From an optimization exercise on the open Yosys and OpenROAD flow, aimed at small area, a short achievable clock period and few clock cycles; shortcuts taken in it are not production practice.
The RTL was checked by simulation tests, not by an equivalence proof against the original design.
Power and IR drop assume default switching activity.

## run.sh

```bash
#!/bin/bash
# synth_recipe.tcl (not shown) runs the flow's synth.tcl, then flattens the netlist and writes it again
# the make line also repeats each setting of config.mk as NAME=value (left out here)
make -C /OpenROAD-flow-scripts/flow DESIGN_CONFIG=/design/flow/config.mk WORK_HOME=/design/flow/orfs CLKGATE_MAP_FILE= SYNTH_SCRIPT=/design/flow/synth_recipe.tcl finish
```

## config.mk

```make
export PLATFORM = sky130hd
export DESIGN_NAME = sparse_polynomial_add_subtract
export DESIGN_NICKNAME = sparse_polynomial_add_subtract
export VERILOG_FILES = /design/flow/design.v
export SDC_FILE = /design/flow/constraint.sdc
export NUM_CORES = 4
export LEC_CHECK = 0
export CAP_MARGIN = 20
export CORE_MARGIN = 2
export CORE_UTILIZATION = 40
export SLEW_MARGIN = 20
```

## constraint.sdc

```tcl
create_clock -name core_clock -period 10.5 [get_ports {clock}]
set_input_delay 2.1000 -clock core_clock [delete_from_list [all_inputs] [get_ports {clock}]]
set_output_delay 2.1000 -clock core_clock [all_outputs]
set_load 0.01 [all_outputs]
```

## design.v

```verilog
package spa_pkg;
   localparam int MAX_TERMS = 16;
   localparam int CNT_W     = $clog2(MAX_TERMS + 1);
   localparam int ADDR_W    = (MAX_TERMS > 1) ? $clog2(MAX_TERMS) : 1;
   localparam int COEF_W    = 32;
   localparam int EXPO_W    = 16;
   localparam int TERM_W    = EXPO_W + COEF_W;
   localparam logic [2:0] CMD_CLEAR    = 3'd0;
   localparam logic [2:0] CMD_APPEND_A = 3'd1;
   localparam logic [2:0] CMD_APPEND_B = 3'd2;
   localparam logic [2:0] CMD_ADD      = 3'd3;
   localparam logic [2:0] CMD_SUB      = 3'd4;
   localparam logic [2:0] STATUS_OK         = 3'd0;
   localparam logic [2:0] STATUS_A_EMPTY    = 3'd1;
   localparam logic [2:0] STATUS_B_EMPTY    = 3'd2;
   localparam logic [2:0] STATUS_BOTH_EMPTY = 3'd3;
   localparam logic [2:0] STATUS_FULL       = 3'd4;
   localparam logic [1:0] MD_IDLE   = 2'd0;
   localparam logic [1:0] MD_MERGE  = 2'd1;
   localparam logic [1:0] MD_PASS_A = 2'd2;
   localparam logic [1:0] MD_PASS_B = 2'd3;
   function automatic logic signed [COEF_W-1:0] sat32(input logic signed [COEF_W:0] v);
      if (v[COEF_W] != v[COEF_W-1]) begin
         sat32 = v[COEF_W] ? {1'b1, {(COEF_W-1){1'b0}}} : {1'b0, {(COEF_W-1){1'b1}}};
      end else begin
         sat32 = v[COEF_W-1:0];
      end
   endfunction
endpackage
module spa_ram #(
   parameter int DEPTH = 16,
   parameter int WIDTH = 48
) (
   input  logic                                       clock,
   input  logic                                       wr_en,
   input  logic [((DEPTH > 1) ? $clog2(DEPTH) : 1)-1:0] wr_addr,
   input  logic [WIDTH-1:0]                           wr_data,
   input  logic [DEPTH-1:0]                           rd_sel,    
   output logic [WIDTH-1:0]                           rd_data,
   output logic [WIDTH-1:0]                           word0
);
   logic [WIDTH-1:0] mem_ff [DEPTH];
   always_ff @(posedge clock) begin
      if (wr_en) begin
         mem_ff[wr_addr] <= wr_data;
      end
   end
   always_comb begin
      rd_data = '0;
      for (int k = 0; k < DEPTH; k++) begin
         rd_data = rd_data | (mem_ff[k] & {WIDTH{rd_sel[k]}});
      end
   end
   assign word0   = mem_ff[0];
endmodule
module spa_ctrl (
   input  logic                          clock,
   input  logic                          reset,
   input  logic                          req_tvalid,
   output logic                          req_tready,
   input  logic [2:0]                    req_command,
   input  logic [spa_pkg::TERM_W-1:0]    req_term,
   input  logic                          rsp_tready,
   output logic                          rsp_tvalid,
   output logic [spa_pkg::TERM_W-1:0]    rsp_term,
   output logic [2:0]                    rsp_status,
   output logic                          rsp_last,
   output logic                          a_wr_en,
   output logic                          b_wr_en,
   output logic [spa_pkg::ADDR_W-1:0]    a_wr_addr,
   output logic [spa_pkg::ADDR_W-1:0]    b_wr_addr,
   output logic [spa_pkg::TERM_W-1:0]    wr_data,
   output logic [spa_pkg::MAX_TERMS-1:0] a_rd_sel,
   output logic [spa_pkg::MAX_TERMS-1:0] b_rd_sel,
   input  logic [spa_pkg::TERM_W-1:0]    a_rd_data,
   input  logic [spa_pkg::TERM_W-1:0]    b_rd_data,
   input  logic [spa_pkg::TERM_W-1:0]    a_word0,
   input  logic [spa_pkg::TERM_W-1:0]    b_word0
);
   localparam int TW = spa_pkg::TERM_W;
   localparam int CW = spa_pkg::COEF_W;
   localparam int EW = spa_pkg::EXPO_W;
   localparam int NW = spa_pkg::CNT_W;
   localparam int MT = spa_pkg::MAX_TERMS;
   logic                 rdy_ff;
   logic                 i_valid_ff;
   logic [2:0]           i_cmd_ff;
   logic [TW-1:0]        i_data_ff;
   logic [NW-1:0]        cnt_a_ff, cnt_b_ff;
   logic                 clr_pend_ff;       
   logic [1:0]           mode_ff;
   logic                 neg_ff;
   logic [NW-1:0]        ia_ff, ib_ff;      
   logic [NW-1:0]        pa_ff, pb_ff;      
   logic [MT-1:0]        a_sel_ff, b_sel_ff;  
   logic                 a_use0_ff, b_use0_ff;  
   logic [TW-1:0]        a_cur_ff, b_cur_ff;
   logic                 any_ff;            
   logic                 p_valid_ff, p_dec_ff, p_sub_ff;
   logic [EW-1:0]        p_expo_ff;
   logic [CW-1:0]        p_l_ff, p_r_ff;
   logic [2:0]           p_status_ff;
   logic                 o_valid_ff, o_last_ff;
   logic [TW-1:0]        o_data_ff;
   logic [2:0]           o_status_ff;
   logic                 s_valid_ff, s_last_ff;
   logic [TW-1:0]        s_data_ff;
   logic [2:0]           s_status_ff;
   logic                 go, idle, consume, consume_clear;
   logic                 is_add, is_sub, is_merge_cmd, is_clear;
   logic                 start, active, neg_eff;
   logic [1:0]           step_mode;
   logic [TW-1:0]        op_a, op_b;
   logic                 va0, va1, vb0, vb1;
   logic                 za0, za1, zb0, zb1;
   logic signed [EW-1:0] ea, eb;
   logic                 a_gt, b_gt;
   logic                 cancel;
   logic                 prod, adv_a, adv_b, final_step, sel_b, sel_s;
   logic [1:0]           next_mode;
   assign go      = !s_valid_ff;
   assign idle    = mode_ff == spa_pkg::MD_IDLE;
   assign is_add       = i_cmd_ff == spa_pkg::CMD_ADD;
   assign is_sub       = i_cmd_ff == spa_pkg::CMD_SUB;
   assign is_clear     = i_cmd_ff == spa_pkg::CMD_CLEAR;
   assign is_merge_cmd = is_add || is_sub;
   assign consume       = go && idle && i_valid_ff;
   assign consume_clear = go && !idle && i_valid_ff && is_clear;
   assign start        = consume && is_merge_cmd && cnt_a_ff != '0 && cnt_b_ff != '0;
   assign active       = start || (go && !idle);
   assign neg_eff      = idle ? is_sub : neg_ff;
   assign step_mode    = idle ? spa_pkg::MD_MERGE : mode_ff;
   assign op_a = a_use0_ff ? a_word0 : a_cur_ff;
   assign op_b = b_use0_ff ? b_word0 : b_cur_ff;
   assign va0 = ia_ff < cnt_a_ff;
   assign va1 = pa_ff < cnt_a_ff;
   assign vb0 = ib_ff < cnt_b_ff;
   assign vb1 = pb_ff < cnt_b_ff;
   assign za0 = op_a[CW-1:0] == '0;
   assign zb0 = op_b[CW-1:0] == '0;
   assign za1 = a_rd_data[CW-1:0] == '0;
   assign zb1 = b_rd_data[CW-1:0] == '0;
   assign ea   = op_a[TW-1:CW];
   assign eb   = op_b[TW-1:CW];
   assign a_gt = ea > eb;
   assign b_gt = eb > ea;
   assign cancel = neg_eff ? (op_a[CW-1:0] == op_b[CW-1:0])
                           : (((op_a[CW-1:0] ^ op_b[CW-1:0]) ==
                               {(op_a[CW-2:0] | op_b[CW-2:0]), 1'b0}) &&
                              !(op_a[CW-1] && op_b[CW-1]));
   always_comb begin
      prod       = 1'b0;
      adv_a      = 1'b0;
      adv_b      = 1'b0;
      final_step = 1'b0;
      sel_b      = 1'b0;
      sel_s      = 1'b0;
      next_mode  = step_mode;
      case (step_mode)
         spa_pkg::MD_PASS_A: begin
            prod       = 1'b1;
            adv_a      = 1'b1;
            final_step = !va1;
         end
         spa_pkg::MD_PASS_B: begin
            prod       = 1'b1;
            adv_b      = 1'b1;
            sel_b      = 1'b1;
            final_step = !vb1;
         end
         default: begin
            if (!va0 || za0) begin
               next_mode = spa_pkg::MD_PASS_B;
               sel_b     = 1'b1;
               if (vb0) begin
                  prod       = 1'b1;
                  adv_b      = 1'b1;
                  final_step = !vb1;
               end else begin
                  final_step = 1'b1;
               end
            end else if (!vb0 || zb0) begin
               next_mode  = spa_pkg::MD_PASS_A;
               prod       = 1'b1;
               adv_a      = 1'b1;
               final_step = !va1;
            end else if (a_gt) begin
               prod  = 1'b1;
               adv_a = 1'b1;
            end else if (b_gt) begin
               prod  = 1'b1;
               adv_b = 1'b1;
               sel_b = 1'b1;
            end else begin
               prod       = !cancel;
               adv_a      = 1'b1;
               adv_b      = 1'b1;
               sel_s      = 1'b1;
               final_step = (!va1 || za1) && !vb1;
            end
         end
      endcase
   end
   logic       direct;
   logic [2:0] direct_status;
   logic       app_a, app_b;
   logic       a_full, b_full;
   assign a_full = cnt_a_ff == NW'(MT);
   assign b_full = cnt_b_ff == NW'(MT);
   assign app_a  = consume && i_cmd_ff == spa_pkg::CMD_APPEND_A && !a_full;
   assign app_b  = consume && i_cmd_ff == spa_pkg::CMD_APPEND_B && !b_full;
   always_comb begin
      direct        = 1'b0;
      direct_status = spa_pkg::STATUS_OK;
      if (consume) begin
         case (i_cmd_ff)
            spa_pkg::CMD_APPEND_A: begin
               direct        = 1'b1;
               direct_status = a_full ? spa_pkg::STATUS_FULL : spa_pkg::STATUS_OK;
            end
            spa_pkg::CMD_APPEND_B: begin
               direct        = 1'b1;
               direct_status = b_full ? spa_pkg::STATUS_FULL : spa_pkg::STATUS_OK;
            end
            spa_pkg::CMD_ADD, spa_pkg::CMD_SUB: begin
               if (cnt_a_ff == '0 && cnt_b_ff == '0) begin
                  direct        = 1'b1;
                  direct_status = spa_pkg::STATUS_BOTH_EMPTY;
               end else if (cnt_a_ff == '0) begin
                  direct        = 1'b1;
                  direct_status = spa_pkg::STATUS_A_EMPTY;
               end else if (cnt_b_ff == '0) begin
                  direct        = 1'b1;
                  direct_status = spa_pkg::STATUS_B_EMPTY;
               end
            end
            default: begin
            end
         endcase
      end
   end
   assign a_wr_en   = app_a;
   assign b_wr_en   = app_b;
   assign a_wr_addr = cnt_a_ff[spa_pkg::ADDR_W-1:0];
   assign b_wr_addr = cnt_b_ff[spa_pkg::ADDR_W-1:0];
   assign wr_data   = i_data_ff;
   assign a_rd_sel  = a_sel_ff;
   assign b_rd_sel  = b_sel_ff;
   logic          m_prod, m_zero, any_prev;
   logic          new_valid, new_dec;
   logic [EW-1:0] new_expo;
   logic [CW-1:0] new_l, new_r;
   logic          new_sub;
   logic          p_rel, rel_last, p_load;
   logic signed [CW:0] p_sum;
   logic [TW-1:0] p_item;
   assign any_prev  = !idle && any_ff;
   assign m_prod    = active && prod;
   assign m_zero    = active && final_step && !prod && !any_prev;
   assign new_valid = m_prod || m_zero || direct;
   assign new_dec   = final_step || direct;
   assign new_expo  = !m_prod ? '0 : sel_b ? op_b[TW-1:CW] : op_a[TW-1:CW];
   assign new_l     = (m_prod && !sel_b) ? op_a[CW-1:0] : '0;
   assign new_r     = (m_prod && (sel_b || sel_s)) ? op_b[CW-1:0] : '0;
   assign new_sub   = neg_eff && (sel_b || sel_s);
   assign p_rel    = go && p_valid_ff && (p_dec_ff || (active && (prod || final_step)));
   assign rel_last = p_dec_ff || !prod;
   assign p_load   = new_valid;
   assign p_sum  = p_sub_ff ? ({p_l_ff[CW-1], p_l_ff} - {p_r_ff[CW-1], p_r_ff})
                            : ({p_l_ff[CW-1], p_l_ff} + {p_r_ff[CW-1], p_r_ff});
   assign p_item = {p_expo_ff, spa_pkg::sat32(p_sum)};
   logic          o_free;
   logic          i_valid_in, s_valid_in, o_valid_in, p_valid_in;
   logic [2:0]    i_cmd_in;
   logic [1:0]    mode_in;
   assign o_free     = !o_valid_ff || rsp_tready;
   assign i_valid_in = rdy_ff ? req_tvalid : (i_valid_ff && !consume_clear);
   assign i_cmd_in   = rdy_ff ? req_command : i_cmd_ff;
   assign s_valid_in = o_free ? 1'b0 : (s_valid_ff || p_rel);
   assign o_valid_in = o_free ? (s_valid_ff || p_rel) : 1'b1;
   assign p_valid_in = p_load ? 1'b1 : (p_rel ? 1'b0 : p_valid_ff);
   assign mode_in    = active ? (final_step ? spa_pkg::MD_IDLE : next_mode) : mode_ff;
   always_ff @(posedge clock) begin
      if (reset) begin
         rdy_ff      <= 1'b1;
         i_valid_ff  <= 1'b0;
         cnt_a_ff    <= '0;
         cnt_b_ff    <= '0;
         clr_pend_ff <= 1'b0;
         mode_ff     <= spa_pkg::MD_IDLE;
         ia_ff       <= '0;
         ib_ff       <= '0;
         pa_ff       <= NW'(1);
         pb_ff       <= NW'(1);
         a_sel_ff    <= MT'(2);
         b_sel_ff    <= MT'(2);
         a_use0_ff   <= 1'b1;
         b_use0_ff   <= 1'b1;
         any_ff      <= 1'b0;
         p_valid_ff  <= 1'b0;
         o_valid_ff  <= 1'b0;
         s_valid_ff  <= 1'b0;
      end else begin
         rdy_ff     <= !i_valid_in || !s_valid_in &&
                       (mode_in == spa_pkg::MD_IDLE || i_cmd_in == spa_pkg::CMD_CLEAR);
         i_valid_ff <= i_valid_in;
         mode_ff    <= mode_in;
         p_valid_ff <= p_valid_in;
         o_valid_ff <= o_valid_in;
         s_valid_ff <= s_valid_in;
         if ((consume && is_clear) || (active && final_step && (clr_pend_ff || consume_clear))) begin
            cnt_a_ff <= '0;
            cnt_b_ff <= '0;
         end else begin
            if (app_a) cnt_a_ff <= cnt_a_ff + 1'b1;
            if (app_b) cnt_b_ff <= cnt_b_ff + 1'b1;
         end
         clr_pend_ff <= (clr_pend_ff || consume_clear) && !(active && final_step);
         if (active) begin
            any_ff <= !final_step && (any_prev || prod);
            if (final_step) begin
               ia_ff     <= '0;
               ib_ff     <= '0;
               pa_ff     <= NW'(1);
               pb_ff     <= NW'(1);
               a_sel_ff  <= MT'(2);
               b_sel_ff  <= MT'(2);
               a_use0_ff <= 1'b1;
               b_use0_ff <= 1'b1;
            end else begin
               if (adv_a) begin
                  ia_ff     <= ia_ff + 1'b1;
                  pa_ff     <= pa_ff + 1'b1;
                  a_sel_ff  <= a_sel_ff << 1;
                  a_use0_ff <= 1'b0;
               end
               if (adv_b) begin
                  ib_ff     <= ib_ff + 1'b1;
                  pb_ff     <= pb_ff + 1'b1;
                  b_sel_ff  <= b_sel_ff << 1;
                  b_use0_ff <= 1'b0;
               end
            end
         end
      end
   end
   always_ff @(posedge clock) begin
      if (rdy_ff) begin
         i_cmd_ff  <= req_command;
         i_data_ff <= req_term;
      end
      if (start) begin
         neg_ff <= is_sub;
      end
      if (active && adv_a) begin
         a_cur_ff <= a_rd_data;
      end
      if (active && adv_b) begin
         b_cur_ff <= b_rd_data;
      end
      if (p_load) begin
         p_expo_ff   <= new_expo;
         p_l_ff      <= new_l;
         p_r_ff      <= new_r;
         p_sub_ff    <= new_sub;
         p_status_ff <= direct ? direct_status : spa_pkg::STATUS_OK;
         p_dec_ff    <= new_dec;
      end
      if (o_free) begin
         if (s_valid_ff) begin
            o_data_ff   <= s_data_ff;
            o_status_ff <= s_status_ff;
            o_last_ff   <= s_last_ff;
         end else if (p_rel) begin
            o_data_ff   <= p_item;
            o_status_ff <= p_status_ff;
            o_last_ff   <= rel_last;
         end
      end else if (p_rel) begin
         s_data_ff   <= p_item;
         s_status_ff <= p_status_ff;
         s_last_ff   <= rel_last;
      end
   end
   assign req_tready = rdy_ff;
   assign rsp_tvalid = o_valid_ff;
   assign rsp_term   = o_data_ff;
   assign rsp_status = o_status_ff;
   assign rsp_last   = o_last_ff;
endmodule
module sparse_polynomial_add_subtract (
   input  logic        clock,
   input  logic        reset,
   input  logic        req_tvalid,
   output logic        req_tready,
   input  logic [47:0] req_tdata,    
   input  logic [2:0]  req_tuser,    
   output logic        rsp_tvalid,
   input  logic        rsp_tready,
   output logic [47:0] rsp_tdata,    
   output logic [2:0]  rsp_tuser,    
   output logic        rsp_tlast
);
   logic                       a_wr_en, b_wr_en;
   logic [spa_pkg::ADDR_W-1:0] a_wr_addr, b_wr_addr;
   logic [spa_pkg::MAX_TERMS-1:0] a_rd_sel, b_rd_sel;
   logic [spa_pkg::TERM_W-1:0] wr_data, a_rd_data, b_rd_data, a_word0, b_word0;
   spa_ram #(.DEPTH(spa_pkg::MAX_TERMS), .WIDTH(spa_pkg::TERM_W)) u_store_a (
      .clock   (clock),
      .wr_en   (a_wr_en),
      .wr_addr (a_wr_addr),
      .wr_data (wr_data),
      .rd_sel  (a_rd_sel),
      .rd_data (a_rd_data),
      .word0   (a_word0)
   );
   spa_ram #(.DEPTH(spa_pkg::MAX_TERMS), .WIDTH(spa_pkg::TERM_W)) u_store_b (
      .clock   (clock),
      .wr_en   (b_wr_en),
      .wr_addr (b_wr_addr),
      .wr_data (wr_data),
      .rd_sel  (b_rd_sel),
      .rd_data (b_rd_data),
      .word0   (b_word0)
   );
   spa_ctrl u_ctrl (
      .clock       (clock),
      .reset       (reset),
      .req_tvalid  (req_tvalid),
      .req_tready  (req_tready),
      .req_command (req_tuser),
      .req_term    (req_tdata),
      .rsp_tready  (rsp_tready),
      .rsp_tvalid  (rsp_tvalid),
      .rsp_term    (rsp_tdata),
      .rsp_status  (rsp_tuser),
      .rsp_last    (rsp_tlast),
      .a_wr_en     (a_wr_en),
      .b_wr_en     (b_wr_en),
      .a_wr_addr   (a_wr_addr),
      .b_wr_addr   (b_wr_addr),
      .wr_data     (wr_data),
      .a_rd_sel    (a_rd_sel),
      .b_rd_sel    (b_rd_sel),
      .a_rd_data   (a_rd_data),
      .b_rd_data   (b_rd_data),
      .a_word0     (a_word0),
      .b_word0     (b_word0)
   );
endmodule
```

==> results of run 1 <==
metrics by stage:
step | hold slack [ps] | cell area (um^2) | power (mW) | setup slack (ps)
floorplan | 422 | 73400 | 12.6 | 4030
global placement | 429 | 78000 | 13.9 | 4440
detailed placement | 439 | 78100 | 14.0 | 4580
CTS | 445 | 84300 | 20.6 | 4540
global route | 460 | 84400 | 21.4 | 4140
finish | 439 | 84400 | 20.6 | 4410
state kept, by name, indices dropped and copies added (netlist names), 15 cells and up:
| name | cells |
|---|---|
| u_store_a.mem_ff | 768 |
| u_store_b.mem_ff | 768 |
| u_ctrl.a_cur_ff | 48 |
| u_ctrl.b_cur_ff | 48 |
| u_ctrl.i_data_ff | 48 |
| u_ctrl.o_data_ff | 48 |
| u_ctrl.s_data_ff | 48 |
| u_ctrl.p_l_ff | 32 |
| u_ctrl.p_r_ff | 32 |
| u_ctrl.p_expo_ff | 16 |
| u_ctrl.a_sel_ff | 15 |
| u_ctrl.b_sel_ff | 15 |
worst max-delay path, cell delays in order (launching register included):
cell	delay, ps
dfxtp_4	710
buf_4	560
buf_4	690
nor4b_1	380
nand4_1	140
o22ai_1	750
a21oi_1	230
and3_1	240
a32oi_1	310
nand2_1	480
nand3_4	240
buf_6	630
layout by cell type (no fill, tap or decap), types with 8 or more instances in the layout:
master and count:
edfxtp_1 1870, nand2b_1 14, mux2_2 48, nor3_1 28, o211ai_1 11, o21ai_0 45, a21oi_1 71, buf_8 8
a211oi_1 21, xor2_1 49, nor4_1 44, clkdlybuf4s50_1 108, o21ai_1 17, o21bai_1 10, nand2_1 103, clkbuf_16 198
a21o_1 20, and3_1 104, xnor2_1 55, nand4_1 125, nor2_1 225, nand3_1 15, a22o_1 113, dfxtp_1 40
nor2_4 27, bufinv_16 12, buf_4 138, mux2i_1 86, a22oi_1 404, clkbuf_1 53, a221oi_1 98, nor2b_1 13
inv_1 34, clkinv_1 43, clkinv_2 24, ha_1 109, a31oi_1 12, a222oi_1 96, dfxtp_2 29
cell usage after synthesis (7+ instances only):
master,number
nor2b_1,14
a221oi_1,98
a21oi_1,71
xnor2_1,55
and2_1,7
edfxtp_1,1870
a21o_1,20
a211oi_1,21
a222oi_1,96
o211ai_1,11
o21ai_1,17
xor2_1,49
ha_1,109
buf_2,10
and3_1,104
mux2i_1,86
nor3_1,34
a22oi_1,404
mux2_2,48
nand4_1,125
dfxtp_1,72
nand3_1,16
a31oi_1,12
buf_1,20
nor4_1,44
nor2_1,252
o21bai_1,10
clkbuf_1,181
inv_1,35
nand2b_1,14
nand2_1,103
o21ai_0,45
a22o_1,113
layer usage:
metal | vias to the layer above | share of wire (%)
li1 | 17972 | -
met1 | 22389 | 42
met2 | 2496 | 46
met3 | 274 | 9.8
met4 | 6 | 1.9
met5 | - | 0.018
layout make-up:
type / count / area [um^2]
Multi-Input combinational cell: 2051 / 15100
Timing Repair Buffer: 259 / 2350
Tap cell: 2385 / 2980
Fill cell: 15532 / 98300
Antenna cell: 7 / 17.5
Inverter: 35 / 131
Clock inverter: 96 / 916
Sequential cell: 1942 / 57600
Clock buffer: 257 / 5240
final timing paths:
check / end / slack (ps) / startpoint / cells past startpoint
setup / recovery: u_ctrl.p_r_ff[23] / 4410 / u_ctrl.b_sel_ff[1] / 11
hold reg to reg: u_ctrl.s_data_ff[41] / 440 / u_ctrl.p_expo_ff[9] / 0
hold / removal: u_ctrl.s_data_ff[41] / 440 / u_ctrl.p_expo_ff[9] / 0
setup reg to reg: u_ctrl.p_r_ff[23] / 4410 / u_ctrl.b_sel_ff[1] / 11
power breakdown:
part           switching (mW)  internal (mW)
Clock                    2.94           3.81
Sequential              0.316           9.42
Combinational            2.57           1.51
Total                    5.83           14.7
kinds of logic after synthesis:
kind of cell,after synthesis,synth area share [%]
DFF,1942,78.4
AOI/OAI and AO/OA,961,10.1
and+or+nand+nor,741,5.09
buffers and inverters,247,1.29
muxes,135,1.92
adders and majority gates,110,1.88
xor gates and xnor gates,104,1.24
==> results.json, run 1 <==
{
  "drcViolationCount": 0,
  "syn_area_per_cell_um2": 17.3,
  "nNetsFinal": 4648,
  "synthTopCellsByArea": "edfxtp_1 (76%), a22oi_1 (4.1%), dfxtp_1 (2.0%)",
  "slew_headroom_pct": 20.0,
  "clk_latency_ps": 840,
  "drtIter0Drc": 6348,
  "grt_use_total_pct": 23.5,
  "p_leak_nw": 27.1,
  "clk_pin_slew_ps": 60,
  "fin_util_pct": 46.2,
  "grt_use_met2_pct": 36.7,
  "num_vias": 43137,
  "grt_pass1_vias": 41033,
  "ys_types": 68,
  "period_share_pct": 58.0,
  "cts_buffers": 194,
  "wl_per_cell_um": 31.8,
  "top_usage_layer": "met2",
  "worstSetupPathType": "flop to flop",
  "rsz0062_at_grt": "no",
  "htreeDepth": 4,
  "drive_gt1_share_pct": 11.7,
  "cts.root.buffer_cell": "clkbuf_16",
  "cts_hold_buf": 0,
  "areaGrowthSynthToFinish_pct": 15.0,
  "vdd_drop_max_mv": 0.241,
  "async_flop_share_pct": 0,
  "cts.sinks": 1942,
  "placed_cells": 6664,
  "cp-start-kind": "flop",
  "rows": 157,
  "dieArea_um2": 187000,
  "outcome": "no timing/DRC/antenna violations",
  "die-width_um": 432,
  "wl_um": 223000,
  "setup-tns-final_ps": 0,
  "antenna_found_initial": 17,
  "hpwl_um": 131000,
  "synth-seq-cells": 1942,
  "slew_viol_final": 0,
  "drt_pass1_iterations": 8,
  "met3_usage_pct": 3.87,
  "hold_viol": 0,
  "setup_viol": 0,
  "core-area_um2": 183000,
  "postCtsSetupBuffers": 0,
  "grt_first_pass_wirelength_um": 313000,
  "initial_utilization_pct": 40.2,
  "worstMarginPinSlew_ps": 1200,
  "end_kind": "flop",
  "fmax_ghz": 0.164,
  "cts_tree": "built",
  "synth_top_area_cell": "edfxtp_1",
  "crit_fanout": 86,
  "grt_max_degree": 87,
  "clockBufferDepth": 3,
  "antenna_violating_nets_post_route": 0,
  "power.density_nw_per_um2": 244,
  "synth_edf_count": 1870,
  "finalClockSkew_ps": 52.4,
  "via_per_inst": 6.13,
  "yosysTopAreaCellShare_pct": 76.5,
  "worst-endpoint-required_ps": 10910,
  "holdCritPathClass": "flop to flop",
  "crit_arrival_ps": 6500,
  "syn_inst": 4240,
  "synthFlopType": "edfxtp_1",
  "syn_area_um2": 73400,
  "yosysWarnings": 2,
  "ctsResizeCount": 0,
  "yosysSeqAreaShare_pct": 78.4,
  "grtUsageMet1_pct": 34.5,
  "instances_no_fill": 7032,
  "gp_congestion": 0.898,
  "cap_violations": 0,
  "grt_overflow": 0,
  "period_needed_ps": 6090,
  "fp.dieH_um": 432,
  "syn-num-nets": 4405,
  "io_buffers": 108,
  "num_io_pins": 109
}
Testbench counts, summed over its fixed seeds: cycles 29,309.
==> run 2: changes to the inputs <==
--- a/config.mk
+++ b/config.mk
@@ -8,4 +8,5 @@
 export CAP_MARGIN = 20
 export CORE_MARGIN = 2
 export CORE_UTILIZATION = 40
+export SETUP_SLACK_MARGIN = 5
 export SLEW_MARGIN = 20
==> results.json, run 2 <==
{
  "outcome": "no timing/DRC/antenna violations",
  "cp-start-kind": "flop",
  "drcViolationCount": 0,
  "synth-seq-cells": 1942,
  "crit_fanout": 65,
  "cap_violations": 0,
  "final_common_cell": "edfxtp_1",
  "synth_edf_count": 1870,
  "dieArea_um2": 187000,
  "place_area_um2": 78300,
  "antenna_violating_nets_post_route": 0,
  "top_regs": "u_store_a.mem_ff x768, u_store_b.mem_ff x768",
  "syn_area_per_cell_um2": 17.3,
  "rsz0062_at_grt": "no",
  "fin_util_pct": 46.3,
  "instances_no_fill": 7027,
  "cts.root.buffer_cell": "clkbuf_16",
  "yosysTopAreaCellShare_pct": 76.5,
  "clockBufferDepth": 3,
  "slew_viol_final": 0,
  "mostFrequentLayoutCells": "edfxtp_1 (1870), a22oi_1 (404), nor2_1 (225)",
  "synthTopCellsByArea": "edfxtp_1 (76%), a22oi_1 (4.1%), dfxtp_1 (2.0%)",
  "synthTopCellsByCount": "edfxtp_1 (1870), a22oi_1 (404), nor2_1 (252)",
  "synth_top_area_cell": "edfxtp_1",
  "grt_first_pass_wirelength_um": 312000,
  "grt_pass1_vias": 40956,
  "cts_buffers": 192,
  "power.density_nw_per_um2": 242,
  "io_buffers": 108,
  "num_vias": 42922,
  "vdd_drop_max_mv": 0.185,
  "period_share_pct": 50.2,
  "core-area_um2": 183000,
  "yosysSeqAreaShare_pct": 78.4,
  "grt_max_degree": 66,
  "synthFlopType": "edfxtp_1",
  "htreeDepth": 4,
  "cts_hold_buf": 0,
  "top_usage_layer": "met2",
  "period_needed_ps": 5270,
  "gp_congestion": 0.989,
  "fill_cells": 15436,
  "grt_use_met2_pct": 35.7,
  "synth_most_common_cell": "edfxtp_1",
  "nNetsFinal": 4653,
  "initial_utilization_pct": 40.2,
  "fp.dieH_um": 432,
  "clk_latency_ps": 850,
  "worstSetupPathType": "flop to flop",
  "grt_use_total_pct": 23.4,
  "met3_usage_pct": 4.64,
  "cts.sinks": 1942,
  "slew_headroom_pct": 21.7,
  "antenna_found_initial": 12,
  "drtIter0Drc": 6723,
  "wl_um": 222000,
  "drive_gt1_share_pct": 11.9,
  "p_leak_nw": 27.1,
  "holdCritPathClass": "flop to flop",
  "grtUsageMet1_pct": 34.2,
  "syn_area_um2": 73400,
  "hold_viol": 0,
  "worstMarginPinSlew_ps": 1180,
  "design_area_um2": 84600,
  "grt_overflow": 0,
  "placed_cells": 6671,
  "clk_pin_slew_ps": 60,
  "ys_types": 68,
  "worst-endpoint-required_ps": 10970,
  "cts_tree": "built",
  "yosysWarnings": 2,
  "rows": 157,
  "end_kind": "flop",
  "setup-tns-final_ps": 0,
  "areaGrowthSynthToFinish_pct": 15.2,
  "async_flop_share_pct": 0,
  "num_io_pins": 109,
  "via_per_inst": 6.11,
  "drt_pass1_iterations": 6,
  "die-width_um": 432,
  "hpwl_um": 129000,
  "wl_per_cell_um": 31.6,
  "crit_arrival_ps": 5740,
  "syn-num-nets": 4405,
  "syn_inst": 4240,
  "setup_viol": 0,
  "fmax_ghz": 0.190,
  "finalClockSkew_ps": 41.8
}
-- run 2: what timing repair did --
item                       4_1_cts  5_1_grt
resized for setup                9        8
pin swaps                        0        0
setup buffers                    1        0
gates cloned                     0        0
setup endpoints to repair      347      148
-- run 2: final timing paths --
kind / start / endpoint / slack (ps) / cells after the start
max reg2reg: u_ctrl.a_sel_ff[10] / u_ctrl.p_l_ff[1] / 5230 / 11
min reg2reg: u_ctrl.any_ff / u_ctrl.any_ff / 460 / 2
max: u_ctrl.a_sel_ff[10] / u_ctrl.p_l_ff[1] / 5230 / 11
min: u_ctrl.any_ff / u_ctrl.any_ff / 460 / 2
-- run 2: metal layers --
metal,share of wire [%],wire [um],vias up
met4,2.5,5630,4
met3,10,22800,328
met5,0.012,27,-
met2,45,100000,2495
li1,-,-,17958
met1,42,93700,22137
-- run 2: kinds of logic after synthesis --
family	Yosys count	share of synthesized area, %
AO/OA/AOI/OAI	961	10.1
buffers and inverters	247	1.29
flip-flops	1942	78.4
adder cells (fa/ha/maj)	110	1.88
multiplexers	135	1.92
XOR/XNOR	104	1.24
AND/OR/NAND/NOR	741	5.09
-- run 2: per-stage QoR --
stage          power [mW]  hold WS, ps  setup slack [ps]
3_5_place_dp         13.9          437              4230
4_1_cts              20.5          454              5130
2_1_floorplan        12.6          422              4980
3_3_place_gp         13.8          435              4330
6_report             20.5          457              5230
5_1_grt              21.4          476              4990
-- run 2: final cells by class --
class | instances | area (um^2) | share of cell area [%]
flip-flops and latches | 1942 | 57600 | 68.2
multi-input cells | 2051 | 15200 | 18.0
clock buffers | 249 | 5210 | 6.16
well taps | 2385 | 2980 | 3.53
repair buffers | 266 | 2540 | 3.00
clock inverters | 96 | 840 | 0.993
inverters | 35 | 131 | 0.155
diodes | 3 | 7.51 | 0.00888
-- run 2: report_power, final --
| part | internal [mW] | switching [mW] |
|---|---|---|
| clock | 3.78 | 2.91 |
| combinational | 1.54 | 2.53 |
| sequential | 9.42 | 0.317 |
| total | 14.7 | 5.76 |
-- run 2: critical path, cell delays in order (launching register included) --
cell,delay [ps]
dfxtp_2,510
buf_4,420
a222oi_1,410
and3_1,220
nand4_1,510
nor4_1,520
nand2_1,80
or4_1,710
o211ai_1,490
nand4_1,230
nand3_4,340
buf_12,350
==> run 3: changes to the inputs <==
--- a/design.v
+++ b/design.v
@@ -96,9 +96,9 @@
    logic                 a_use0_ff, b_use0_ff;  
    logic [TW-1:0]        a_cur_ff, b_cur_ff;
    logic                 any_ff;            
-   logic                 p_valid_ff, p_dec_ff, p_sub_ff;
+   logic                 p_valid_ff, p_dec_ff;
    logic [EW-1:0]        p_expo_ff;
-   logic [CW-1:0]        p_l_ff, p_r_ff;
+   logic [CW:0]          p_val_ff;
    logic [2:0]           p_status_ff;
    logic                 o_valid_ff, o_last_ff;
    logic [TW-1:0]        o_data_ff;
@@ -249,26 +249,24 @@
    logic          m_prod, m_zero, any_prev;
    logic          new_valid, new_dec;
    logic [EW-1:0] new_expo;
-   logic [CW-1:0] new_l, new_r;
-   logic          new_sub;
+   logic signed [CW:0] a_ext, b_ext, b_neg, ab_sum, new_val;
    logic          p_rel, rel_last, p_load;
-   logic signed [CW:0] p_sum;
    logic [TW-1:0] p_item;
    assign any_prev  = !idle && any_ff;
    assign m_prod    = active && prod;
    assign m_zero    = active && final_step && !prod && !any_prev;
    assign new_valid = m_prod || m_zero || direct;
    assign new_dec   = final_step || direct;
+   assign a_ext     = {op_a[CW-1], op_a[CW-1:0]};
+   assign b_ext     = {op_b[CW-1], op_b[CW-1:0]};
+   assign b_neg     = -b_ext;
+   assign ab_sum    = neg_eff ? (a_ext - b_ext) : (a_ext + b_ext);
    assign new_expo  = !m_prod ? '0 : sel_b ? op_b[TW-1:CW] : op_a[TW-1:CW];
-   assign new_l     = (m_prod && !sel_b) ? op_a[CW-1:0] : '0;
-   assign new_r     = (m_prod && (sel_b || sel_s)) ? op_b[CW-1:0] : '0;
-   assign new_sub   = neg_eff && (sel_b || sel_s);
+   assign new_val   = !m_prod ? '0 : sel_s ? ab_sum : !sel_b ? a_ext : neg_eff ? b_neg : b_ext;
    assign p_rel    = go && p_valid_ff && (p_dec_ff || (active && (prod || final_step)));
    assign rel_last = p_dec_ff || !prod;
    assign p_load   = new_valid;
-   assign p_sum  = p_sub_ff ? ({p_l_ff[CW-1], p_l_ff} - {p_r_ff[CW-1], p_r_ff})
-                            : ({p_l_ff[CW-1], p_l_ff} + {p_r_ff[CW-1], p_r_ff});
-   assign p_item = {p_expo_ff, spa_pkg::sat32(p_sum)};
+   assign p_item = {p_expo_ff, spa_pkg::sat32(p_val_ff)};
    logic          o_free;
    logic          i_valid_in, s_valid_in, o_valid_in, p_valid_in;
    logic [2:0]    i_cmd_in;
@@ -360,9 +358,7 @@
       end
       if (p_load) begin
          p_expo_ff   <= new_expo;
-         p_l_ff      <= new_l;
-         p_r_ff      <= new_r;
-         p_sub_ff    <= new_sub;
+         p_val_ff    <= new_val;
          p_status_ff <= direct ? direct_status : spa_pkg::STATUS_OK;
          p_dec_ff    <= new_dec;
       end
==> results.json, run 3 <==
{
  "rsz0062_at_grt": "no",
  "worst-endpoint-required_ps": 11040,
  "clockBufferDepth": 3,
  "holdCritPathClass": "flop to flop",
  "die-width_um": 437,
  "final_common_cell": "edfxtp_1",
  "cts.root.buffer_cell": "clkbuf_16",
  "worstSetupPathType": "flop to flop",
  "nNetsFinal": 4944,
  "wl_per_cell_um": 31.0,
  "slowest_delay_ps": 600,
  "mostFrequentLayoutCells": "edfxtp_1 (1838), a22oi_1 (424), clkbuf_16 (192)",
  "crit_fanout": 46,
  "hold_viol": 0,
  "hold_slack_ps": 435,
  "num_io_pins": 109,
  "end_kind": "flop",
  "cp-start-kind": "flop",
  "fmax_ghz": 0.186,
  "synthTopCellsByCount": "edfxtp_1 (1838), a22oi_1 (424), clkbuf_1 (204)",
  "via_per_inst": 6.08,
  "yosysTopAreaCellShare_pct": 73.5,
  "seqCellArea_um2": 56700,
  "ys_types": 87,
  "place_ws_ps": 4060,
  "cap_violations": 0,
  "cts_buffers": 189,
  "setup_slack_ps": 5130,
  "hpwl_um": 128000,
  "multi_input_area_um2": 17300,
  "clk_pin_slew_ps": 60,
  "fill_cells": 15849,
  "drive_gt1_share_pct": 12.5,
  "areaGrowthSynthToFinish_pct": 14.7,
  "synth_most_common_cell": "edfxtp_1",
  "syn_area_um2": 75100,
  "cts.sinks": 1910,
  "path_buf_inv": 3,
  "clk_latency_ps": 850,
  "yosysWarnings": 2,
  "wl_um": 229000,
  "initial_utilization_pct": 40.1,
  "design_area_um2": 86100,
  "drtIter0Drc": 6328,
  "setup-tns-final_ps": 0,
  "core-area_um2": 187000,
  "critPathTopFamily": "simple AND/OR/NAND/NOR gates",
  "synthFlopType": "edfxtp_1",
  "synth_edf_count": 1838,
  "drt_pass1_iterations": 8,
  "fin_util_pct": 46.0,
  "htreeDepth": 4,
  "finalClockSkew_ps": 54.3,
  "crit_arrival_ps": 5910,
  "rows": 159,
  "io_buffers": 108,
  "slew_headroom_pct": 25.6,
  "grt_pass1_vias": 42389,
  "grt_max_degree": 64,
  "period_share_pct": 51.2,
  "drcViolationCount": 0,
  "yosysSeqAreaShare_pct": 75.4,
  "antenna_violating_nets_post_route": 0,
  "num_vias": 44955,
  "slew_viol_final": 0,
  "dieArea_um2": 191000,
  "synth_top_area_cell": "edfxtp_1",
  "place_area_um2": 79600,
  "cts_tree": "built",
  "period_needed_ps": 5370,
  "antenna_found_initial": 11,
  "setup_viol": 0,
  "worstMarginPinSlew_ps": 1120,
  "grt_overflow": 0,
  "fp.dieH_um": 437,
  "vdd_drop_max_mv": 0.186,
  "crit_chain": "buf_8 > mux2_2 > inv_1 > ha_1 > nor4_1 > nand3_1 > or3_1 > o41a_1 > o21ai_4 > buf_4 > nand2_1 > a221o_1 > and2_2",
  "syn_area_per_cell_um2": 16.4,
  "grt_first_pass_wirelength_um": 320000,
  "power.density_nw_per_um2": 184,
  "synth-seq-cells": 1910,
  "async_flop_share_pct": 0,
  "gp_congestion": 0.935,
  "slowest_stage": "o41a_1",
  "top_regs": "u_store_a.mem_ff x768, u_store_b.mem_ff x768",
  "grt_use_total_pct": 23.2,
  "syn_inst": 4567,
  "synthTopCellsByArea": "edfxtp_1 (73%), a22oi_1 (4.2%), ha_1 (2.4%)",
  "p_leak_nw": 27.9,
  "outcome": "no timing/DRC/antenna violations",
  "syn-num-nets": 4766
}
run 3: changes by cell type after synthesis, moves of 23 or more:
| cell | previous run | this run |
|---|---|---|
| nor2_1 | 252 | 195 |
| edfxtp_1 | 1870 | 1838 |
| a21o_1 | 20 | 59 |
| inv_1 | 35 | 131 |
| mux2_2 | 48 | 91 |
| clkbuf_1 | 181 | 204 |
| a21oi_1 | 71 | 104 |
| ha_1 | 109 | 142 |
| a211oi_1 | 21 | 82 |
| nand3_1 | 16 | 42 |
run 3: metrics by stage:
step                      std cells  total power, mW
after floorplan                4567             8.93
after global placement         7026             9.19
after detailed placement       7029             9.20
after CTS                      7378             15.9
after global routing           7394             16.3
final                          7398             15.9
run 3: routing by layer:
layer  track usage (%)  vias to the layer above  share of wire, %
met5                 0                        -            0.0087
met4              5.97                        2               2.5
met3              3.92                      303               9.8
met2              36.4                     2505                46
met1              33.7                    23199                42
li1                  -                    18946                 -
run 3: final cells by class:
type | instances | share of cell area [%]
inverter | 132 | 0.580
multi-input combinational | 2268 | 20.1
tap | 2495 | 3.62
antenna | 4 | 0.0116
timing repair buffer | 244 | 2.64
clock buffer | 235 | 5.81
clock inverter | 110 | 1.42
sequential | 1910 | 65.8
run 3: worst paths after layout:
| kind | from | to | slack, ps | depth (start not counted) |
|---|---|---|---|---|
| max | u_ctrl.a_sel_ff[1] | u_ctrl.o_data_ff[46] | 5130 | 13 |
| min | u_ctrl.p_expo_ff[5] | u_ctrl.s_data_ff[37] | 440 | 0 |
| max reg2reg | u_ctrl.a_sel_ff[1] | u_ctrl.o_data_ff[46] | 5130 | 13 |
| min reg2reg | u_ctrl.p_expo_ff[5] | u_ctrl.s_data_ff[37] | 440 | 0 |
run 3: logic make-up after synthesis:
family / share of synthesized area (%)
buf+inv: 2.05
fa+ha+maj: 2.42
simple gates: 5.12
compound gates: 11.5
xor+xnor: 1.22
mux: 2.30
flops: 75.4
run 3: repair_timing:
item	4_1_cts	5_1_grt
setup endpoints to repair	260	230
buffers inserted	2	4
resized for setup	8	12
pin swaps	1	4
hold buffers	0	0
gates cloned	2	3
run 3: report_power, final:
part / leakage [nW] / internal, mW / switching [mW]
registers: 17.2 / 8.44 / 0.0491
clock network: 3.02 / 3.89 / 2.92
logic: 7.69 / 0.180 / 0.391
total: 27.9 / 12.5 / 3.36
Testbench counts of run 3, summed over its fixed seeds: cycles 29,309.
==> run 4: changes to the inputs <==
==> flow/run.sh (new file) <==
#!/bin/bash
set -euo pipefail
bash standard.sh SETUP_SLACK_MARGIN=6.5 finish > standard.log 2>&1
==> standard.sh (new file) <==
#!/bin/bash
# synth_recipe.tcl (not shown) runs the flow's synth.tcl, then flattens the netlist and writes it again
# the make line also repeats each setting of config.mk as NAME=value (left out here)
make -C /OpenROAD-flow-scripts/flow DESIGN_CONFIG=/design/flow/config.mk WORK_HOME=/design/flow/orfs CLKGATE_MAP_FILE= SYNTH_SCRIPT=/design/flow/synth_recipe.tcl "${@:-finish}"
--- a/config.mk
+++ b/config.mk
@@ -8,5 +8,4 @@
 export CAP_MARGIN = 20
 export CORE_MARGIN = 2
 export CORE_UTILIZATION = 40
-export SETUP_SLACK_MARGIN = 5
 export SLEW_MARGIN = 20
removed: run.sh
==> results.json, run 4 <==
{
  "fmax_ghz": 0.237,
  "yosysWarnings": 2,
  "rows": 159,
  "grt_first_pass_wirelength_um": 329000,
  "p_leak_nw": 28.7,
  "grt_overflow": 0,
  "hold_viol": 0,
  "reg2reg_setup_slack_ps": 6290,
  "min_path_cells": 0,
  "top_regs": "u_store_a.mem_ff x768, u_store_b.mem_ff x768",
  "cts.root.buffer_cell": "clkbuf_16",
  "fin_util_pct": 47.8,
  "gp_congestion": 0.871,
  "via_per_inst": 6.16,
  "synthTopCellsByArea": "edfxtp_1 (73%), a22oi_1 (4.2%), ha_1 (2.4%)",
  "clk_pin_slew_ps": 70,
  "grt_pass1_vias": 43895,
  "reg2reg_depth": 12,
  "synth_top_area_cell": "edfxtp_1",
  "synthTopCellsByCount": "edfxtp_1 (1838), a22oi_1 (424), clkbuf_1 (204)",
  "place_ws_ps": 4650,
  "synth_compound_area_share_pct": 11.5,
  "cts.sinks": 1910,
  "holdPathEnd": "u_ctrl.s_status_ff[0]",
  "setup-tns-final_ps": 0,
  "areaGrowthSynthToFinish_pct": 19.1,
  "r2r-start": "u_ctrl.b_sel_ff[1]",
  "instances_no_fill": 7541,
  "slew_headroom_pct": 22.4,
  "design_area_um2": 89400,
  "hold_slack_ps": 451,
  "cts_tree": "built",
  "grt_use_total_pct": 23.9,
  "synth_top_family_by_area": "compound AO/OA/AOI/OAI gates",
  "antenna_violating_nets_post_route": 0,
  "syn_inst": 4567,
  "drt_pass1_iterations": 7,
  "syn_area_um2": 75100,
  "crit_fanout": 8,
  "drtIter0Drc": 6522,
  "setup_slack_ps": 6290,
  "ys_types": 87,
  "yosysSeqAreaShare_pct": 75.4,
  "clockBufferDepth": 3,
  "drcViolationCount": 0,
  "synthMuxAreaShare_pct": 2.30,
  "crit_arrival_ps": 4750,
  "worstSetupPathType": "flop to flop",
  "grt_max_degree": 62,
  "synthFlopType": "edfxtp_1",
  "end_kind": "flop",
  "wl_um": 238000,
  "worst-endpoint-required_ps": 11030,
  "rr_endpoint": "u_ctrl.o_data_ff[7]",
  "cap_violations": 0,
  "core-area_um2": 187000,
  "dieArea_um2": 191000,
  "synth_simple_gate_area_share_pct": 5.12,
  "synth-seq-cells": 1910,
  "rsz0062_at_grt": "yes",
  "totalPowerFinal_mw": 15.5,
  "io_buffers": 108,
  "syn-num-nets": 4766,
  "num_vias": 46443,
  "fill_cells": 15531,
  "multi_input_area_um2": 19300,
  "syn_area_per_cell_um2": 16.4,
  "placed_cells": 7027,
  "period_needed_ps": 4210,
  "mostFrequentLayoutCells": "edfxtp_1 (1838), a22oi_1 (423), clkbuf_16 (191)",
  "hpwl_um": 125000,
  "fp.dieH_um": 437,
  "num_io_pins": 109,
  "vdd_drop_max_mv": 0.138,
  "antenna_found_initial": 12,
  "synthAdderAreaFrac_pct": 2.42,
  "setup_viol": 0,
  "min_from": "u_ctrl.p_status_ff[0]",
  "outcome": "no timing/DRC/antenna violations",
  "initial_utilization_pct": 40.1,
  "final_common_cell": "edfxtp_1",
  "clk_latency_ps": 830,
  "htreeDepth": 4,
  "power.density_nw_per_um2": 173,
  "drive_gt1_share_pct": 18.3,
  "holdCritPathClass": "flop to flop",
  "synth_most_common_cell": "edfxtp_1",
  "async_flop_share_pct": 0,
  "cp-start-kind": "flop",
  "finalClockSkew_ps": 51.2,
  "nNetsFinal": 5088,
  "slew_viol_final": 0,
  "worstMarginPinSlew_ps": 1160,
  "wl_per_cell_um": 31.5,
  "die-width_um": 437,
  "place_area_um2": 79600,
  "synth_edf_count": 1838,
  "yosysTopAreaCellShare_pct": 73.5,
  "period_share_pct": 40.1,
  "synth_xor_area_share_pct": 1.22,
  "seqCellArea_um2": 56700,
  "cts_buffers": 186
}
==> run 4: cell counts after synthesis <==
Identical to the previous run, type by type.
==> run 4: worst max-delay path by stage <==
| stage | depth (start not counted) | slack (ps) | endpoint | start |
|---|---|---|---|---|
| global placement | 13 | 4620 | u_ctrl.o_data_ff[6] | u_ctrl.a_sel_ff[1] |
| finish | 12 | 6290 | u_ctrl.o_data_ff[7] | u_ctrl.b_sel_ff[1] |
| floorplan | 16 | 5910 | u_ctrl.p_dec_ff | u_ctrl.b_sel_ff[1] |
| global route | 17 | 6250 | u_ctrl.p_val_ff[28] | u_ctrl.b_sel_ff[1] |
| CTS | 14 | 6280 | u_ctrl.o_data_ff[10] | u_ctrl.b_sel_ff[1] |
| detailed placement | 13 | 4650 | u_ctrl.o_data_ff[9] | u_ctrl.a_sel_ff[1] |
==> run 4: cell type report <==
type | count | area share (%)
flip-flops and latches | 1910 | 63.4
multi-input cells | 2281 | 21.6
clock buffers | 242 | 5.49
repair buffers | 378 | 4.59
well taps | 2495 | 3.49
clock inverters | 97 | 0.920
inverters | 132 | 0.558
diodes | 6 | 0.0168
==> run 4: timing repair <==
action / in CTS / in global routing
gates cloned: 26 / 8
hold buffers: 0 / 0
pin swaps: 53 / 42
resized for setup: 349 / 103
buffers inserted: 97 / 29
endpoints found under the setup margin: 1628 / 1432
==> run 4: worst max-delay path: stages (launching register included) <==
cell and delay, ps:
dfxtp_4 540, buf_12 190, buf_12 130, buf_16 130
mux2i_4 260, ha_1 180, nand4_1 140, or4_4 630
or4b_4 590, o21ai_4 190, nand2_2 80, a221o_4 530
and2_4 290
==> run 4: metal layers <==
metal / track usage [%] / wire length (um) / vias up
li1: - / - / 19255
met1: 34.5 / 96200 / 23966
met2: 37.4 / 109000 / 2855
met3: 3.79 / 25200 / 361
met4: 6.98 / 6980 / 6
met5: 0 / 32 / -
==> run 4: cells by family after synthesis <==
kind of cell / Yosys count
AOI/OAI and AO/OA: 1125
xor gates and xnor gates: 105
adders and majority gates: 144
buffers and inverters: 393
DFF: 1910
muxes: 160
and+or+nand+nor: 730
==> run 4: power breakdown <==
part | switching (mW) | internal (mW) | leakage [nW]
sequential | 0.0520 | 8.44 | 17.2
clock | 2.87 | 3.49 | 2.78
combinational | 0.420 | 0.223 | 8.74
total | 3.34 | 12.1 | 28.7
==> run 5: changes to the inputs <==
--- a/design.v
+++ b/design.v
@@ -5,6 +5,7 @@
    localparam int COEF_W    = 32;
    localparam int EXPO_W    = 16;
    localparam int TERM_W    = EXPO_W + COEF_W;
+   localparam int SLOT_W    = TERM_W + 1;     
    localparam logic [2:0] CMD_CLEAR    = 3'd0;
    localparam logic [2:0] CMD_APPEND_A = 3'd1;
    localparam logic [2:0] CMD_APPEND_B = 3'd2;
@@ -69,13 +70,13 @@
    output logic                          b_wr_en,
    output logic [spa_pkg::ADDR_W-1:0]    a_wr_addr,
    output logic [spa_pkg::ADDR_W-1:0]    b_wr_addr,
-   output logic [spa_pkg::TERM_W-1:0]    wr_data,
+   output logic [spa_pkg::SLOT_W-1:0]    wr_data,
    output logic [spa_pkg::MAX_TERMS-1:0] a_rd_sel,
    output logic [spa_pkg::MAX_TERMS-1:0] b_rd_sel,
-   input  logic [spa_pkg::TERM_W-1:0]    a_rd_data,
-   input  logic [spa_pkg::TERM_W-1:0]    b_rd_data,
-   input  logic [spa_pkg::TERM_W-1:0]    a_word0,
-   input  logic [spa_pkg::TERM_W-1:0]    b_word0
+   input  logic [spa_pkg::SLOT_W-1:0]    a_rd_data,
+   input  logic [spa_pkg::SLOT_W-1:0]    b_rd_data,
+   input  logic [spa_pkg::SLOT_W-1:0]    a_word0,
+   input  logic [spa_pkg::SLOT_W-1:0]    b_word0
 );
    localparam int TW = spa_pkg::TERM_W;
    localparam int CW = spa_pkg::COEF_W;
@@ -93,8 +94,8 @@
    logic [NW-1:0]        ia_ff, ib_ff;      
    logic [NW-1:0]        pa_ff, pb_ff;      
    logic [MT-1:0]        a_sel_ff, b_sel_ff;  
-   logic                 a_use0_ff, b_use0_ff;  
-   logic [TW-1:0]        a_cur_ff, b_cur_ff;
+   logic                 a_stale_ff, b_stale_ff;  
+   logic [TW:0]          a_cur_ff, b_cur_ff;   
    logic                 any_ff;            
    logic                 p_valid_ff, p_dec_ff;
    logic [EW-1:0]        p_expo_ff;
@@ -124,22 +125,22 @@
    assign is_sub       = i_cmd_ff == spa_pkg::CMD_SUB;
    assign is_clear     = i_cmd_ff == spa_pkg::CMD_CLEAR;
    assign is_merge_cmd = is_add || is_sub;
-   assign consume       = go && idle && i_valid_ff;
+   assign consume       = go && idle && i_valid_ff && !(is_merge_cmd && (a_stale_ff || b_stale_ff));
    assign consume_clear = go && !idle && i_valid_ff && is_clear;
    assign start        = consume && is_merge_cmd && cnt_a_ff != '0 && cnt_b_ff != '0;
    assign active       = start || (go && !idle);
    assign neg_eff      = idle ? is_sub : neg_ff;
    assign step_mode    = idle ? spa_pkg::MD_MERGE : mode_ff;
-   assign op_a = a_use0_ff ? a_word0 : a_cur_ff;
-   assign op_b = b_use0_ff ? b_word0 : b_cur_ff;
+   assign op_a = a_cur_ff[TW-1:0];
+   assign op_b = b_cur_ff[TW-1:0];
    assign va0 = ia_ff < cnt_a_ff;
    assign va1 = pa_ff < cnt_a_ff;
    assign vb0 = ib_ff < cnt_b_ff;
    assign vb1 = pb_ff < cnt_b_ff;
-   assign za0 = op_a[CW-1:0] == '0;
-   assign zb0 = op_b[CW-1:0] == '0;
-   assign za1 = a_rd_data[CW-1:0] == '0;
-   assign zb1 = b_rd_data[CW-1:0] == '0;
+   assign za0 = a_cur_ff[TW];
+   assign zb0 = b_cur_ff[TW];
+   assign za1 = a_rd_data[TW];
+   assign zb1 = b_rd_data[TW];
    assign ea   = op_a[TW-1:CW];
    assign eb   = op_b[TW-1:CW];
    assign a_gt = ea > eb;
@@ -243,7 +244,7 @@
    assign b_wr_en   = app_b;
    assign a_wr_addr = cnt_a_ff[spa_pkg::ADDR_W-1:0];
    assign b_wr_addr = cnt_b_ff[spa_pkg::ADDR_W-1:0];
-   assign wr_data   = i_data_ff;
+   assign wr_data   = {i_data_ff[CW-1:0] == '0, i_data_ff};
    assign a_rd_sel  = a_sel_ff;
    assign b_rd_sel  = b_sel_ff;
    logic          m_prod, m_zero, any_prev;
@@ -271,6 +272,7 @@
    logic          i_valid_in, s_valid_in, o_valid_in, p_valid_in;
    logic [2:0]    i_cmd_in;
    logic [1:0]    mode_in;
+   logic          merge_cmd_in, stale_in, reload;
    assign o_free     = !o_valid_ff || rsp_tready;
    assign i_valid_in = rdy_ff ? req_tvalid : (i_valid_ff && !consume_clear);
    assign i_cmd_in   = rdy_ff ? req_command : i_cmd_ff;
@@ -278,6 +280,9 @@
    assign o_valid_in = o_free ? (s_valid_ff || p_rel) : 1'b1;
    assign p_valid_in = p_load ? 1'b1 : (p_rel ? 1'b0 : p_valid_ff);
    assign mode_in    = active ? (final_step ? spa_pkg::MD_IDLE : next_mode) : mode_ff;
+   assign merge_cmd_in = i_cmd_in == spa_pkg::CMD_ADD || i_cmd_in == spa_pkg::CMD_SUB;
+   assign stale_in   = (app_a && cnt_a_ff == '0) || (app_b && cnt_b_ff == '0);
+   assign reload     = (idle && !start) || (active && final_step);
    always_ff @(posedge clock) begin
       if (reset) begin
          rdy_ff      <= 1'b1;
@@ -292,15 +297,18 @@
          pb_ff       <= NW'(1);
          a_sel_ff    <= MT'(2);
          b_sel_ff    <= MT'(2);
-         a_use0_ff   <= 1'b1;
-         b_use0_ff   <= 1'b1;
+         a_stale_ff  <= 1'b0;
+         b_stale_ff  <= 1'b0;
          any_ff      <= 1'b0;
          p_valid_ff  <= 1'b0;
          o_valid_ff  <= 1'b0;
          s_valid_ff  <= 1'b0;
       end else begin
          rdy_ff     <= !i_valid_in || !s_valid_in &&
-                       (mode_in == spa_pkg::MD_IDLE || i_cmd_in == spa_pkg::CMD_CLEAR);
+                       (mode_in == spa_pkg::MD_IDLE && !(merge_cmd_in && stale_in) ||
+                        i_cmd_in == spa_pkg::CMD_CLEAR);
+         a_stale_ff <= app_a && cnt_a_ff == '0;
+         b_stale_ff <= app_b && cnt_b_ff == '0;
          i_valid_ff <= i_valid_in;
          mode_ff    <= mode_in;
          p_valid_ff <= p_valid_in;
@@ -323,20 +331,16 @@
                pb_ff     <= NW'(1);
                a_sel_ff  <= MT'(2);
                b_sel_ff  <= MT'(2);
-               a_use0_ff <= 1'b1;
-               b_use0_ff <= 1'b1;
             end else begin
                if (adv_a) begin
                   ia_ff     <= ia_ff + 1'b1;
                   pa_ff     <= pa_ff + 1'b1;
                   a_sel_ff  <= a_sel_ff << 1;
-                  a_use0_ff <= 1'b0;
                end
                if (adv_b) begin
                   ib_ff     <= ib_ff + 1'b1;
                   pb_ff     <= pb_ff + 1'b1;
                   b_sel_ff  <= b_sel_ff << 1;
-                  b_use0_ff <= 1'b0;
                end
             end
          end
@@ -350,11 +354,16 @@
       if (start) begin
          neg_ff <= is_sub;
       end
-      if (active && adv_a) begin
-         a_cur_ff <= a_rd_data;
-      end
-      if (active && adv_b) begin
-         b_cur_ff <= b_rd_data;
+      if (reload) begin
+         a_cur_ff <= a_word0;
+         b_cur_ff <= b_word0;
+      end else begin
+         if (active && adv_a) begin
+            a_cur_ff <= a_rd_data;
+         end
+         if (active && adv_b) begin
+            b_cur_ff <= b_rd_data;
+         end
       end
       if (p_load) begin
          p_expo_ff   <= new_expo;
@@ -367,12 +376,12 @@
             o_data_ff   <= s_data_ff;
             o_status_ff <= s_status_ff;
             o_last_ff   <= s_last_ff;
-         end else if (p_rel) begin
+         end else begin
             o_data_ff   <= p_item;
             o_status_ff <= p_status_ff;
             o_last_ff   <= rel_last;
          end
-      end else if (p_rel) begin
+      end else if (!s_valid_ff) begin
          s_data_ff   <= p_item;
          s_status_ff <= p_status_ff;
          s_last_ff   <= rel_last;
@@ -400,8 +409,8 @@
    logic                       a_wr_en, b_wr_en;
    logic [spa_pkg::ADDR_W-1:0] a_wr_addr, b_wr_addr;
    logic [spa_pkg::MAX_TERMS-1:0] a_rd_sel, b_rd_sel;
-   logic [spa_pkg::TERM_W-1:0] wr_data, a_rd_data, b_rd_data, a_word0, b_word0;
-   spa_ram #(.DEPTH(spa_pkg::MAX_TERMS), .WIDTH(spa_pkg::TERM_W)) u_store_a (
+   logic [spa_pkg::SLOT_W-1:0] wr_data, a_rd_data, b_rd_data, a_word0, b_word0;
+   spa_ram #(.DEPTH(spa_pkg::MAX_TERMS), .WIDTH(spa_pkg::SLOT_W)) u_store_a (
       .clock   (clock),
       .wr_en   (a_wr_en),
       .wr_addr (a_wr_addr),
@@ -410,7 +419,7 @@
       .rd_data (a_rd_data),
       .word0   (a_word0)
    );
-   spa_ram #(.DEPTH(spa_pkg::MAX_TERMS), .WIDTH(spa_pkg::TERM_W)) u_store_b (
+   spa_ram #(.DEPTH(spa_pkg::MAX_TERMS), .WIDTH(spa_pkg::SLOT_W)) u_store_b (
       .clock   (clock),
       .wr_en   (b_wr_en),
       .wr_addr (b_wr_addr),
==> flow/run.sh (replaced) <==
#!/bin/bash
set -euo pipefail
bash standard.sh SETUP_SLACK_MARGIN=6.8 finish > standard.log 2>&1
==> results.json, run 5 <==
{
  "crit_arrival_ps": 4440,
  "period_needed_ps": 3720,
  "htreeDepth": 4,
  "grt_pass1_vias": 44304,
  "cts_tree": "built",
  "placed_cells": 7325,
  "setup_viol": 0,
  "grt_first_pass_wirelength_um": 337000,
  "yosysSeqAreaShare_pct": 75.9,
  "clk_pin_slew_ps": 60,
  "worstSetupPathType": "flop to flop",
  "end_kind": "flop",
  "drt_pass1_iterations": 8,
  "wl_per_cell_um": 31.5,
  "drtIter0Drc": 8247,
  "outcome": "no timing/DRC/antenna violations",
  "instances_no_fill": 7728,
  "yosysWarnings": 2,
  "yosysTopAreaCellShare_pct": 73.9,
  "crit_fanout": 27,
  "num_vias": 47585,
  "cts.root.buffer_cell": "clkbuf_16",
  "num_io_pins": 109,
  "grt_overflow": 0,
  "synth_edf_count": 1872,
  "period_share_pct": 35.4,
  "hpwl_um": 141000,
  "slew_headroom_pct": 20.3,
  "synth_most_common_cell": "edfxtp_1",
  "synthTopCellsByCount": "edfxtp_1 (1872), a22oi_1 (402), nor2_1 (333)",
  "power.density_nw_per_um2": 181,
  "p_leak_nw": 28.5,
  "hold_viol": 0,
  "via_per_inst": 6.16,
  "io_buffers": 108,
  "synth-seq-cells": 1946,
  "cts_buffers": 190,
  "synthFlopType": "edfxtp_1",
  "fp.dieH_um": 440,
  "place_area_um2": 80500,
  "slowest_stage": "or3b_2",
  "wl_um": 243000,
  "syn-num-nets": 5062,
  "nNetsFinal": 5258,
  "cap_violations": 0,
  "setup-tns-final_ps": 0,
  "rsz0062_at_grt": "yes",
  "cts.sinks": 1946,
  "totalPowerFinal_mw": 15.9,
  "initial_utilization_pct": 40.1,
  "holdCritPathClass": "flop to flop",
  "dieArea_um2": 194000,
  "cp-start-kind": "flop",
  "core-area_um2": 190000,
  "grt_use_total_pct": 24.3,
  "design_area_um2": 87800,
  "rows": 160,
  "slew_viol_final": 0,
  "syn_area_per_cell_um2": 15.6,
  "vdd_drop_max_mv": 0.168,
  "areaGrowthSynthToFinish_pct": 15.5,
  "die-width_um": 440,
  "finalClockSkew_ps": 53.9,
  "antenna_violating_nets_post_route": 0,
  "grt_max_degree": 92,
  "worst-endpoint-required_ps": 11230,
  "hold_slack_ps": 501,
  "gp_congestion": 0.910,
  "slowest_delay_ps": 560,
  "top_regs": "u_store_a.mem_ff x784, u_store_b.mem_ff x784",
  "clockBufferDepth": 3,
  "drive_gt1_share_pct": 13.2,
  "syn_inst": 4865,
  "drcViolationCount": 0,
  "fmax_ghz": 0.269,
  "synth_top_area_cell": "edfxtp_1",
  "synthTopCellsByArea": "edfxtp_1 (74%), a22oi_1 (4.0%), ha_1 (2.3%)",
  "async_flop_share_pct": 0,
  "clk_latency_ps": 840,
  "worstMarginPinSlew_ps": 1200,
  "ys_types": 88,
  "crit_chain": "inv_1 > ha_1 > or3b_2 > o22ai_1 > o21ai_2 > nand2_1 > a2111o_1 > nand3_4 > o31a_1",
  "syn_area_um2": 76100,
  "mostFrequentLayoutCells": "edfxtp_1 (1872), a22oi_1 (402), nor2_1 (306)",
  "final_common_cell": "edfxtp_1",
  "antenna_found_initial": 10
}
## run 5: cell types whose count changed after synthesis, sizes merged, moves of 37 or more
cell    delta
nand3    +197
a21oi    +147
nor2     +137
nand4    -103
nand2     +98
and3      -76
mux2      -66
mux2i     -61
o21ai     +59
a211oi    -56
a21o      -43
buf       +37
## run 5: kinds of logic (layout without fill, tap and decap cells)
family / after synthesis / after routing / share of synthesized area (%)
flip-flops: 1946 / 1946 / 75.9
AO/OA/AOI/OAI: 1269 / 1270 / 12.2
AND/OR/NAND/NOR: 944 / 952 / 5.67
buffers and inverters: 426 / 767 / 2.22
adder cells (fa/ha/maj): 142 / 142 / 2.36
XOR/XNOR: 105 / 105 / 1.21
multiplexers: 33 / 33 / 0.475
other: 0 / 2 / 0
## run 5: stage by stage
stage / worst slack, ps / util (%)
floorplan: 6010 / -
global placement: 5930 / 42.4
detailed placement: 5810 / 42.4
CTS: 6360 / 46.0
global route: 6570 / 46.3
finish: 6780 / 46.3
## run 5: what timing repair did
item,in CTS,in global routing
hold endpoints to repair,0,0
pin swaps,22,13
hold buffers,0,0
cloned,3,6
endpoints found under the setup margin,1160,980
resized for setup,173,78
buffers inserted,19,15
## run 5: routing by layer
layer  vias to the layer above  global-route usage [%]  part of all wire [%]
met4                         6                    6.58                   2.8
met5                         -                       0                 0.014
met3                       400                    5.02                    13
met1                     24277                    36.3                    41
met2                      3118                    36.1                    44
li1                      19784                       -                     -
## run 5: power by group
group | internal (mW) | total (mW) | switching (mW)
clock | 3.66 | 6.62 | 2.96
combinational | 0.189 | 0.596 | 0.406
sequential | 8.58 | 8.65 | 0.0670
total | 12.4 | 15.9 | 3.43
## run 5: critical path: cells and delay by family (launching register included)
kind | cells | cell delay [ps]
compound gates | 4 | 1480
simple gates | 3 | 1360
fa+ha+maj | 1 | 230
flops | 1 | 360
buf+inv | 1 | 160
## run 5: layout make-up
cell class                      instances  area, um^2
Multi-Input combinational cell       2502       17700
Clock buffer                          249        5040
Inverter                              130         490
Sequential cell                      1946       57700
Clock inverter                         97        1000
Antenna cell                            2        5.00
Timing Repair Buffer                  291        2730
Tap cell                             2511        3140
Fill cell                           16190      102000
## run 5: worst paths after layout
| check | startpoint | endpoint | slack, ps | cells after the start |
|---|---|---|---|---|
| max reg2reg | u_ctrl.cnt_a_ff[1] | u_ctrl.p_valid_ff | 6780 | 9 |
| min | u_ctrl.any_ff | u_ctrl.any_ff | 500 | 2 |
| min reg2reg | u_ctrl.any_ff | u_ctrl.any_ff | 500 | 2 |
| max | u_ctrl.cnt_a_ff[1] | u_ctrl.p_valid_ff | 6780 | 9 |
Testbench counts of run 5, summed over its fixed seeds: cycles 29,326.

-- re-timing with driven ports --
No port has a modelled driver above. Below, the same layouts with a new extraction and two added sets of constraints.
Step 1, drivers: a clkbuf_16 drives clock and a buf_2 each remaining input, both assumed.
Step 2 moves the port delays by t, midway between the first and last clock arrival at a register: inputs arrive t later, outputs are due t later. That takes back most of the time a late clock gives input paths.
a / b / c = no drivers / after step 1 / after step 2; a / b = the first two.
run | t, ns | setup slack, ns | clock arrival spread, ns | worst register clock-pin slew, ns | pins driven straight from the clock port
run 1 | 0.887 | 4.412 / 4.412 / 4.412 | 0.059 / 0.059 | 0.07 / 0.07 | 1
run 2 | 0.905 | 5.232 / 5.232 / 5.232 | 0.042 / 0.042 | 0.07 / 0.07 | 1
run 3 | 0.907 | 5.127 / 5.127 / 5.127 | 0.055 / 0.054 | 0.07 / 0.07 | 1
run 4 | 0.897 | 6.286 / 6.286 / 5.997 | 0.051 / 0.051 | 0.07 / 0.07 | 1
run 5 | 0.897 | 6.784 / 6.784 / 6.226 | 0.054 / 0.054 | 0.07 / 0.07 | 1
After both steps every run listed still meets setup and hold. For run 5, which loses most, drivers alone change the setup slack by 0.000 ns; drivers and shift together by -0.558 ns.
